This design comes from an exercise in tuning for small area, a short achievable clock period and few clock cycles on the open sky130 flow, not from production work.
Function was checked by simulation only, so behaviour that the tests miss may differ from the original.

==> willow <==
## mat_vec_sequencer
module mat_vec_sequencer #(
    parameter int FRAC_BITS = 16,
    parameter int DIM_W     = 8
) (
    input  logic             clk,
    input  logic             reset,
    input  logic             start,
    input  logic [DIM_W-1:0] m_dim,
    input  logic [DIM_W-1:0] n_dim,
    input  logic             transpose,
    output logic             mat_read,
    output logic [DIM_W-1:0] mat_m_addr,
    output logic [DIM_W-1:0] mat_n_addr,
    output logic             mat_tr,
    input  logic [31:0]      mat_data,
    output logic [DIM_W-1:0] vec_addr,
    input  logic [31:0]      vec_data,
    output logic             y_valid,
    input  logic             y_ready,
    output logic [DIM_W-1:0] y_addr,
    output logic [31:0]      y_data,
    output logic             busy,
    output logic             done
);
Settings: LEC_CHECK=0, ABC_AREA=1, CAP_MARGIN=20, CORE_MARGIN=2, CORE_UTILIZATION=40, SLEW_MARGIN=20, TNS_END_PERCENT=5; clock period 12.0 ns.
standard.sh (not shown) runs the stock make flow with config.mk's settings and CLKGATE_MAP_FILE= SYNTH_SCRIPT=/design/flow/synth_recipe.tcl, a recipe that flattens the netlist after the stock synthesis.
==> flow/flow/run.sh <==
#!/bin/bash
# The standard layout (standard.sh) with these changes:
# - Yosys's generic abc pass before full-adder extraction is skipped (-noabc), so extract_fa
#   sees the adder trees as written and does not put inverters between full adders;
# - port buffers are buf_2 rather than the delay buffer buffer_ports picks by itself;
# - clock tree: larger sink clusters and no dummy loads.
# Registers are untouched by all of them.
bash standard.sh SYNTH_ARGS=-noabc SETUP_SLACK_MARGIN=${MARGIN:-8.5} \
  "BUFFER_PORTS_ARGS=-buffer_cell sky130_fd_sc_hd__buf_2" \
  "CTS_ARGS=-sink_clustering_enable -repair_clock_nets -dont_use_dummy_load -sink_clustering_size 24 -sink_clustering_max_diameter 120" \
  finish > standard.log 2>&1
==> garnet: changes against willow <==
- TNS_END_PERCENT: 5 -> 0
==> amber: changes against willow <==
--- a/flow/design.v
+++ b/flow/design.v
@@ -21,25 +21,28 @@
     output logic [31:0]      y_data,
     output logic             busy,
     output logic             done
 );
     logic             busy_q, done_q, rd_q, yv_q, ep, rp;
-    logic [DIM_W-1:0] r, c, r_last, c_last, ya;
+    logic [DIM_W-1:0] r, c, r_len, c_len, ya;
     logic             tr;
     logic             v1, f1, l1, e1;    
     logic             vA, fA, lA, eA;    
-    logic             vB, fB, lB, eB;    
+    logic             vB, nfB, lB, eB;   
     wire idle    = !busy_q && !done_q;
     wire go      = idle && start;
     wire nz      = (m_dim != '0) && (n_dim != '0);
-    wire c_end   = (c == c_last);
-    wire r_end   = (r == r_last);
+    wire [DIM_W-1:0] c_inc = c + 1'b1;
+    wire [DIM_W-1:0] r_inc = r + 1'b1;
+    wire [DIM_W-1:0] ya_inc = ya + 1'b1;
+    wire c_end   = (c_inc == c_len);
+    wire r_end   = (r_inc == r_len);
     wire tok     = vB && (eB == ep) && !rp;
     wire blocked = yv_q && !y_ready;
     wire xfer    = yv_q && y_ready;
     wire drop    = tok && blocked;
-    wire fin     = xfer && (ya == r_last);
+    wire fin     = xfer && (ya_inc == r_len);
     always_ff @(posedge clk or posedge reset) begin
         if (reset) begin
             busy_q <= 1'b0;
             done_q <= 1'b0;
             rd_q   <= 1'b0;
@@ -54,50 +57,50 @@
             if (go && nz)  busy_q <= 1'b1;
             else if (fin)  busy_q <= 1'b0;
             rp <= drop;
             if (rp)        rd_q <= 1'b1;
             else if (go)   rd_q <= nz;
-            else if (c_end && r_end) rd_q <= 1'b0;
+            else if (rd_q && c_end && r_end) rd_q <= 1'b0;
             if (rp)        ep <= ~ep;
             v1 <= rd_q;
             vA <= v1;
             vB <= vA;
             if (tok && !blocked) yv_q <= lB;
             else if (xfer)       yv_q <= 1'b0;
         end
     end
     always_ff @(posedge clk) begin
         if (go) begin
-            r_last <= (transpose ? n_dim : m_dim) - 1'b1;
-            c_last <= (transpose ? m_dim : n_dim) - 1'b1;
+            r_len <= transpose ? n_dim : m_dim;
+            c_len <= transpose ? m_dim : n_dim;
             tr     <= transpose;
         end
         if (rp) begin
-            r <= ya + 1'b1;
+            r <= ya_inc;
             c <= '0;
         end else if (go) begin
             r <= '0;
             c <= '0;
         end else if (rd_q) begin
             if (c_end) begin
                 c <= '0;
-                r <= r + 1'b1;
+                r <= r_inc;
             end else begin
-                c <= c + 1'b1;
+                c <= c_inc;
             end
         end
         f1 <= (c == '0);
         l1 <= c_end;
         e1 <= ep;
         fA <= f1;
         lA <= l1;
         eA <= e1;
-        fB <= fA;
+        nfB <= ~fA;
         lB <= lA;
         eB <= eA;
         if (go)        ya <= '0;
-        else if (xfer) ya <= ya + 1'b1;
+        else if (xfer) ya <= ya_inc;
     end
     logic [31:0] an_r, acc;
     logic [15:0] bon, btn, bn;
     logic [32:0] vb;
     assign vb = {vec_data, 1'b0};
@@ -1012,11 +1015,11 @@
     assign lb_n[12] = bc84;
     assign lb_n[13] = bs97;
     assign lb_n[14] = bc98;
     assign lb_n[15] = bs111;
     logic [31:0] acc_in;
-    assign acc_in = fB ? 32'd0 : acc;
+    assign acc_in = acc & {32{nfB}};
     logic [9:0] csum;
     assign csum = {1'b0, {lb[14], lb[12], lb[10], lb[8], lb[6], lb[4], lb[2], lb[0]}, 1'b1} + {1'b0, {lb[15], lb[13], lb[11], lb[9], lb[7], lb[5], lb[3], lb[1]}, ck};
     wire c16 = csum[9];
     wire ms747 = hb[0] ^ hb[1] ^ hb[2];
     wire mc748 = (hb[0] & hb[1]) | (hb[0] & hb[2]) | (hb[1] & hb[2]);
==> flow/flow/run.sh (replaced) <==
#!/bin/bash
# The standard layout (standard.sh) with these changes:
# - synthesis: flow/synth.tcl, which is synth_recipe.tcl with Yosys's generic abc pass before
#   full-adder extraction skipped (-noabc, so extract_fa sees the adder trees as written and
#   puts no inverters between full adders) and an area-oriented final mapping
#   (flow/abc_area.script); registers are untouched;
# - port buffers are buf_2 rather than the delay buffer buffer_ports picks by itself;
# - clock tree: larger sink clusters and no dummy loads.
export FLOW_FLOW_ABC_SCRIPT=$PWD/flow/abc_area.script
bash standard.sh SYNTH_SCRIPT=$PWD/flow/synth.tcl SYNTH_ARGS=-noabc SETUP_SLACK_MARGIN=${MARGIN:-8.8} \
  "BUFFER_PORTS_ARGS=-buffer_cell sky130_fd_sc_hd__buf_2" \
  "CTS_ARGS=-sink_clustering_enable -repair_clock_nets -dont_use_dummy_load -sink_clustering_size 24 -sink_clustering_max_diameter 120" \
  finish > standard.log 2>&1
==> flow/flow/abc_area.script (new file) <==
&get -n
&st
&dch -f
&nf -a
&put
topo
stime -c
==> flow/flow/synth.tcl (new file) <==
proc synth {args} { yosys synth -nofsm -noshare {*}$args }
proc abc {args} {
  set i [lsearch $args -script]
  if {$i >= 0} { lset args [expr {$i + 1}] $::env(FLOW_FLOW_ABC_SCRIPT) }
  yosys abc {*}$args
}
source $::env(SCRIPTS_DIR)/synth.tcl
# left out here: clear keep_hierarchy, flatten, clean up, hide names made inside functions, write 1_2_yosys.v
- TNS_END_PERCENT: 5 -> 0
==> summary.txt <==
post-synthesis sequential area ratio 23.2%; post-synthesis cell count 2896; design area 30200 um^2; slowest cell on the critical path edfxtp_1; status no timing/DRC/antenna violations; layout cells sized above 1 11.2%; final worst slack 8.36 ns; synth top area cells fa_1, dfxtp_1, xor2_1; WP data required 9.60 ns; Area after DPL 29500 um^2; initial core utilization 40.4%
the above is filed under garnet

==> summary.txt <==
status no timing/DRC/antenna violations; post-synthesis cell count 2282; Area after DPL 28200 um^2; final worst slack 8.38 ns; design area 29400 um^2; synth top area cells fa_1, dfxtp_1, xor2_1; post-synthesis sequential area ratio 25.1%; initial core utilization 40.4%; slowest cell on the critical path dfxtp_4; layout cells sized above 1 14.3%
the above is filed under amber

==> summary.txt <==
slowest cell on the critical path dfxtp_1; layout cells sized above 1 11.8%; synth top area cells fa_1, dfxtp_1, xor2_1; WP data required 9.60 ns; post-synthesis cell count 2896; status no timing/DRC/antenna violations; final worst slack 8.41 ns
the above is filed under willow

Testbench counts of willow, summed over its fixed seeds: cycles 39,365.
Testbench counts of garnet, summed over its fixed seeds: cycles 39,365.
Testbench counts of amber, summed over its fixed seeds: cycles 39,365.

-- separate check: timing with driven ports --
How much do the figures lean on ideal ports? The routed layouts below were timed once more, with nothing changed but the port constraints.
Step 1: set_driving_cell puts a clkbuf_16 on clk and a buf_2 on each other input, an assumption about the parent block.
Step 2, shift: input delay + t, output delay - t, t = (earliest + latest rising clock arrival at the registers) / 2. This alone moves slack from input paths to output paths.
a / b / c = no drivers / after step 1 / after step 2; a / b = the first two.
| run | shift t [ns] | setup slack, ns | worst setup path at the end | worst data-port slew with drivers (ns) | cell pins on the clock port's net |
|---|---|---|---|---|---|
| willow | 0.593 | 8.408 / 8.340 / 7.965 | input to register | 0.05 | 1 |
| garnet | 0.595 | 8.364 / 8.299 / 7.989 | input to register | 0.06 | 1 |
| amber | 0.575 | 8.376 / 8.325 / 8.359 | input to register | 0.09 | 1 |
After both steps every run listed still meets setup and hold. For willow, which loses most, drivers alone change the setup slack by -0.068 ns; drivers and shift together by -0.443 ns.
